Background: an optimization exercise with open tools, aiming at small area. Do not read the settings as production practice. In this exercise RTL edits were held to simulation tests only and were not proved equivalent to the original. No activity file was given, so power comes from the tool's default toggle rates.

==> zinc: inputs <==
==> flow/design.v <==
module maxpool_2x2_16_channel #(
  parameter int unsigned IMG_Width  = 16,
  parameter int unsigned IMG_Height = 16,
  parameter int unsigned Datawidth  = 32
) (
  input  logic                     clk,
  input  logic                     rst,
  input  logic                     valid_in,
  input  logic [Datawidth-1:0]     In_0,
  input  logic [Datawidth-1:0]     In_1,
  input  logic [Datawidth-1:0]     In_2,
  input  logic [Datawidth-1:0]     In_3,
  input  logic [Datawidth-1:0]     In_4,
  input  logic [Datawidth-1:0]     In_5,
  input  logic [Datawidth-1:0]     In_6,
  input  logic [Datawidth-1:0]     In_7,
  input  logic [Datawidth-1:0]     In_8,
  input  logic [Datawidth-1:0]     In_9,
  input  logic [Datawidth-1:0]     In_10,
  input  logic [Datawidth-1:0]     In_11,
  input  logic [Datawidth-1:0]     In_12,
  input  logic [Datawidth-1:0]     In_13,
  input  logic [Datawidth-1:0]     In_14,
  input  logic [Datawidth-1:0]     In_15,
  output logic                     valid_out,
  output logic [Datawidth-1:0]     Out_0,
  output logic [Datawidth-1:0]     Out_1,
  output logic [Datawidth-1:0]     Out_2,
  output logic [Datawidth-1:0]     Out_3,
  output logic [Datawidth-1:0]     Out_4,
  output logic [Datawidth-1:0]     Out_5,
  output logic [Datawidth-1:0]     Out_6,
  output logic [Datawidth-1:0]     Out_7,
  output logic [Datawidth-1:0]     Out_8,
  output logic [Datawidth-1:0]     Out_9,
  output logic [Datawidth-1:0]     Out_10,
  output logic [Datawidth-1:0]     Out_11,
  output logic [Datawidth-1:0]     Out_12,
  output logic [Datawidth-1:0]     Out_13,
  output logic [Datawidth-1:0]     Out_14,
  output logic [Datawidth-1:0]     Out_15
);
  localparam int unsigned NCH     = 16;
  localparam int unsigned WP      = IMG_Width / 2;
  localparam int unsigned CW      = $clog2(IMG_Width);
  localparam int unsigned RW      = $clog2(IMG_Height);
  localparam int unsigned LBW     = (WP > 1) ? $clog2(WP) : 1;
  localparam bit          COL_ODD = (IMG_Width % 2) == 1;
  localparam bit          ROW_ODD = (IMG_Height % 2) == 1;
  localparam int unsigned VW      = NCH * Datawidth;
  logic [VW-1:0]  in_s;
  logic [VW-1:0]  h_q, h_d;
  logic [VW-1:0]  out_q, out_d;
  logic [VW-1:0]  hmax_c;
  logic [VW-1:0]  pool_c;
  logic [VW-1:0]  lb_rd_c;
  logic [VW-1:0]  linebuf_q [WP];
  logic [CW-1:0]  col_q, col_d;
  logic [RW-1:0]  row_q, row_d;
  logic           valid_q, valid_d;
  logic           lb_we_c;
  logic [LBW-1:0] lb_idx_c;
  logic           in_region_c;
  assign in_s = {In_15, In_14, In_13, In_12, In_11, In_10, In_9, In_8, In_7, In_6, In_5, In_4, In_3, In_2, In_1, In_0};
  assign in_region_c = (!COL_ODD || (col_q != CW'(IMG_Width - 1))) &&
                       (!ROW_ODD || (row_q != RW'(IMG_Height - 1)));
  assign lb_idx_c    = LBW'(col_q >> 1);
  assign lb_rd_c     = linebuf_q[lb_idx_c];
  for (genvar ch = 0; ch < NCH; ch++) begin : g_cmp
    wire signed [Datawidth-1:0] in_v = in_s[ch*Datawidth +: Datawidth];
    wire signed [Datawidth-1:0] h_v  = h_q[ch*Datawidth +: Datawidth];
    wire signed [Datawidth-1:0] hm_v = hmax_c[ch*Datawidth +: Datawidth];
    wire signed [Datawidth-1:0] lb_v = lb_rd_c[ch*Datawidth +: Datawidth];
    assign hmax_c[ch*Datawidth +: Datawidth] = (in_v > h_v) ? in_v : h_v;
    assign pool_c[ch*Datawidth +: Datawidth] = (lb_v > hm_v) ? lb_v : hm_v;
  end
  always_comb begin
    col_d   = col_q;
    row_d   = row_q;
    h_d     = h_q;
    out_d   = out_q;
    valid_d = 1'b0;
    lb_we_c = 1'b0;
    if (valid_in) begin
      if (col_q == CW'(IMG_Width - 1)) begin
        col_d = '0;
        row_d = (row_q == RW'(IMG_Height - 1)) ? '0 : row_q + RW'(1);
      end else begin
        col_d = col_q + CW'(1);
      end
      if (in_region_c) begin
        if (!col_q[0]) begin
          h_d = in_s;
        end else if (!row_q[0]) begin
          lb_we_c = 1'b1;
        end else begin
          valid_d = 1'b1;
          out_d   = pool_c;
        end
      end
    end
  end
  always_ff @(posedge clk or negedge rst) begin
    if (!rst) begin
      col_q   <= '0;
      row_q   <= '0;
      valid_q <= 1'b0;
      h_q     <= '0;
      out_q   <= '0;
    end else begin
      col_q   <= col_d;
      row_q   <= row_d;
      valid_q <= valid_d;
      h_q     <= h_d;
      out_q   <= out_d;
    end
  end
  always_ff @(posedge clk) begin
    if (lb_we_c) begin
      linebuf_q[lb_idx_c] <= hmax_c;
    end
  end
  assign valid_out = valid_q;
  assign Out_0 = out_q[0*Datawidth +: Datawidth];
  assign Out_1 = out_q[1*Datawidth +: Datawidth];
  assign Out_2 = out_q[2*Datawidth +: Datawidth];
  assign Out_3 = out_q[3*Datawidth +: Datawidth];
  assign Out_4 = out_q[4*Datawidth +: Datawidth];
  assign Out_5 = out_q[5*Datawidth +: Datawidth];
  assign Out_6 = out_q[6*Datawidth +: Datawidth];
  assign Out_7 = out_q[7*Datawidth +: Datawidth];
  assign Out_8 = out_q[8*Datawidth +: Datawidth];
  assign Out_9 = out_q[9*Datawidth +: Datawidth];
  assign Out_10 = out_q[10*Datawidth +: Datawidth];
  assign Out_11 = out_q[11*Datawidth +: Datawidth];
  assign Out_12 = out_q[12*Datawidth +: Datawidth];
  assign Out_13 = out_q[13*Datawidth +: Datawidth];
  assign Out_14 = out_q[14*Datawidth +: Datawidth];
  assign Out_15 = out_q[15*Datawidth +: Datawidth];
endmodule
==> flow/run.sh <==
#!/bin/bash
# synth_recipe.tcl (not shown) runs the flow's synth.tcl, then flattens the netlist and writes it again
# the make line also repeats each setting of config.mk as NAME=value (left out here)
make -C /OpenROAD-flow-scripts/flow DESIGN_CONFIG=/design/flow/config.mk WORK_HOME=/design/flow/orfs CLKGATE_MAP_FILE= SYNTH_SCRIPT=/design/flow/synth_recipe.tcl finish
==> flow/config.mk <==
export PLATFORM = sky130hd
export DESIGN_NAME = maxpool_2x2_16_channel
export DESIGN_NICKNAME = maxpool_2x2_16_channel
export VERILOG_FILES = /design/flow/design.v
export SDC_FILE = /design/flow/constraint.sdc
export NUM_CORES = 4
export LEC_CHECK = 0
export CAP_MARGIN = 20
export CORE_MARGIN = 2
export CORE_UTILIZATION = 45
export PLACE_DENSITY = 0.62
export SLEW_MARGIN = 20
==> flow/constraint.sdc <==
create_clock -name core_clock -period 8.0 [get_ports {clk}]
set_input_delay 1.6000 -clock core_clock [delete_from_list [all_inputs] [get_ports {clk}]]
set_output_delay 1.6000 -clock core_clock [all_outputs]
set_load 0.01 [all_outputs]
==> tundra: changes against zinc <==
==> flow/design.v, changed modules only <==
module maxpool_2x2_16_channel #(
  parameter int unsigned IMG_Width  = 16,
  parameter int unsigned IMG_Height = 16,
  parameter int unsigned Datawidth  = 32
) (
  input  logic                     clk,
  input  logic                     rst,
  input  logic                     valid_in,
  input  logic [Datawidth-1:0]     In_0,
  input  logic [Datawidth-1:0]     In_1,
  input  logic [Datawidth-1:0]     In_2,
  input  logic [Datawidth-1:0]     In_3,
  input  logic [Datawidth-1:0]     In_4,
  input  logic [Datawidth-1:0]     In_5,
  input  logic [Datawidth-1:0]     In_6,
  input  logic [Datawidth-1:0]     In_7,
  input  logic [Datawidth-1:0]     In_8,
  input  logic [Datawidth-1:0]     In_9,
  input  logic [Datawidth-1:0]     In_10,
  input  logic [Datawidth-1:0]     In_11,
  input  logic [Datawidth-1:0]     In_12,
  input  logic [Datawidth-1:0]     In_13,
  input  logic [Datawidth-1:0]     In_14,
  input  logic [Datawidth-1:0]     In_15,
  output logic                     valid_out,
  output logic [Datawidth-1:0]     Out_0,
  output logic [Datawidth-1:0]     Out_1,
  output logic [Datawidth-1:0]     Out_2,
  output logic [Datawidth-1:0]     Out_3,
  output logic [Datawidth-1:0]     Out_4,
  output logic [Datawidth-1:0]     Out_5,
  output logic [Datawidth-1:0]     Out_6,
  output logic [Datawidth-1:0]     Out_7,
  output logic [Datawidth-1:0]     Out_8,
  output logic [Datawidth-1:0]     Out_9,
  output logic [Datawidth-1:0]     Out_10,
  output logic [Datawidth-1:0]     Out_11,
  output logic [Datawidth-1:0]     Out_12,
  output logic [Datawidth-1:0]     Out_13,
  output logic [Datawidth-1:0]     Out_14,
  output logic [Datawidth-1:0]     Out_15
);
  localparam int unsigned NCH = 16;
  localparam int unsigned WP  = IMG_Width / 2;
  localparam int unsigned CW  = $clog2(IMG_Width);
  localparam int unsigned VW  = NCH * Datawidth;
  logic [VW-1:0]  in_s;
  logic [VW-1:0]  acc_q;
  logic [VW-1:0]  lb_q [WP-1];
  logic [NCH-1:0] gt_lb_c, gt_acc_c, pick_c;
  logic [CW-1:0]  col_q;
  logic           row_q;      
  logic           valid_q;
  logic           even_c, shift_c;
  assign in_s = {In_15, In_14, In_13, In_12, In_11, In_10, In_9, In_8, In_7, In_6, In_5, In_4, In_3, In_2, In_1, In_0};
  assign even_c  = !col_q[0];
  assign shift_c = valid_in && even_c;
  for (genvar ch = 0; ch < NCH; ch++) begin : g_ch
    wire signed [Datawidth-1:0] in_v  = in_s[ch*Datawidth +: Datawidth];
    wire signed [Datawidth-1:0] lb_v  = lb_q[0][ch*Datawidth +: Datawidth];
    wire signed [Datawidth-1:0] acc_v = acc_q[ch*Datawidth +: Datawidth];
    assign gt_lb_c[ch]  = in_v > lb_v;
    assign gt_acc_c[ch] = in_v > acc_v;
    assign pick_c[ch] = even_c ? (!row_q || gt_lb_c[ch]) : gt_acc_c[ch];
    always_ff @(posedge clk) begin
      if (valid_in && (even_c || pick_c[ch])) begin
        acc_q[ch*Datawidth +: Datawidth] <= pick_c[ch] ? in_v : lb_v;
      end
    end
  end
  always_ff @(posedge clk) begin
    if (shift_c) begin
      for (int i = 0; i < WP - 2; i++) lb_q[i] <= lb_q[i+1];
      lb_q[WP-2] <= acc_q;
    end
  end
  always_ff @(posedge clk or negedge rst) begin
    if (!rst) begin
      col_q   <= '0;
      row_q   <= 1'b0;
      valid_q <= 1'b0;
    end else begin
      valid_q <= valid_in && row_q && col_q[0];
      if (valid_in) begin
        col_q <= col_q + CW'(1);
        if (col_q == CW'(IMG_Width - 1)) row_q <= !row_q;
      end
    end
  end
  assign valid_out = valid_q;
  assign Out_0 = acc_q[0*Datawidth +: Datawidth];
  assign Out_1 = acc_q[1*Datawidth +: Datawidth];
  assign Out_2 = acc_q[2*Datawidth +: Datawidth];
  assign Out_3 = acc_q[3*Datawidth +: Datawidth];
  assign Out_4 = acc_q[4*Datawidth +: Datawidth];
  assign Out_5 = acc_q[5*Datawidth +: Datawidth];
  assign Out_6 = acc_q[6*Datawidth +: Datawidth];
  assign Out_7 = acc_q[7*Datawidth +: Datawidth];
  assign Out_8 = acc_q[8*Datawidth +: Datawidth];
  assign Out_9 = acc_q[9*Datawidth +: Datawidth];
  assign Out_10 = acc_q[10*Datawidth +: Datawidth];
  assign Out_11 = acc_q[11*Datawidth +: Datawidth];
  assign Out_12 = acc_q[12*Datawidth +: Datawidth];
  assign Out_13 = acc_q[13*Datawidth +: Datawidth];
  assign Out_14 = acc_q[14*Datawidth +: Datawidth];
  assign Out_15 = acc_q[15*Datawidth +: Datawidth];
endmodule
==> summary.txt <==
                                                                   tundra        zinc
Outcome                                           timing/DRC/antenna clean  timing/DRC/antenna clean
Post-Layout Inst Area                                           187000 um2  276000 um2
Layout buffering overhead excluding clock cells                      6.21%       5.92%
Post-Syn Area                                                   156000 um2  238000 um2
Register share of total power                                        51.7%       34.7%
Multi-input gates                                                     3213       11200
Combinational group power                                         12200 uW    45900 uW
Worst reg2reg setup slack                                          3.79 ns     1.79 ns
Critical-path maximum fanout                                            26         129
Global-route wire length before repair                              494 mm     1070 mm
Synthesized area per cell                                         18.6 um2    12.7 um2
Endpoint of the worst setup timing path                         acc_q[191]  out_q[400]
Final-stage net count                                                11400       21100
Placement row count                                                    216         266
Power dissipated by switching net loads                           18100 uW    42700 uW
Total power density per cell area                               349 nW/um2  397 nW/um2
Global Route met1 Usage                                              25.9%       36.5%
Final worst slack                                                  3.12 ns     1.15 ns
Placed wire-length estimate after detailed placement                244 mm      453 mm
Arrival time at the worst endpoint                                 5.55 ns     7.73 ns
Clock net power                                                   19400 uW    25800 uW
Worst hold path endpoint                                      lb_q[2][207]  out_q[471]
Maximum number of pins on one net before global-route repair           159         170
Fin cells                                                            14900       27100
Number of non-clock buffers in the layout                             1143        1645
Total power after layout                                          65300 uW   110000 uW

## what the ideal ports hide
No port has a modelled driver above. Below, the same layouts with a new extraction and two added sets of constraints.
Step 1 (the two cells are an assumption about what drives the block):
set clk [get_ports {clk}]
set_driving_cell -lib_cell sky130_fd_sc_hd__clkbuf_16 $clk
set_driving_cell -lib_cell sky130_fd_sc_hd__buf_2 [delete_from_list [all_inputs] $clk]
Step 2 adds t to the input delays and takes it off the output delays; t is the mean of the earliest and latest rising clock arrival at the registers after step 1. Input paths then give back, and output paths get back, about the clock's delay inside the block.
Three values: no drivers, after step 1, after step 2; two values: the first two.
run | shift t [ns] | setup slack, ns | latest minus earliest clock arrival (ns)
zinc | 1.149 | 1.152 / 1.117 / -0.032 | 0.085 / 0.085
tundra | 1.040 | 3.116 / 3.200 / 2.159 | 0.084 / 0.083
Met with ideal ports but missed after step 2: setup timing in zinc. The setup slack of zinc, which loses most, moves by -0.035 ns with the drivers and by -1.184 ns with both steps.
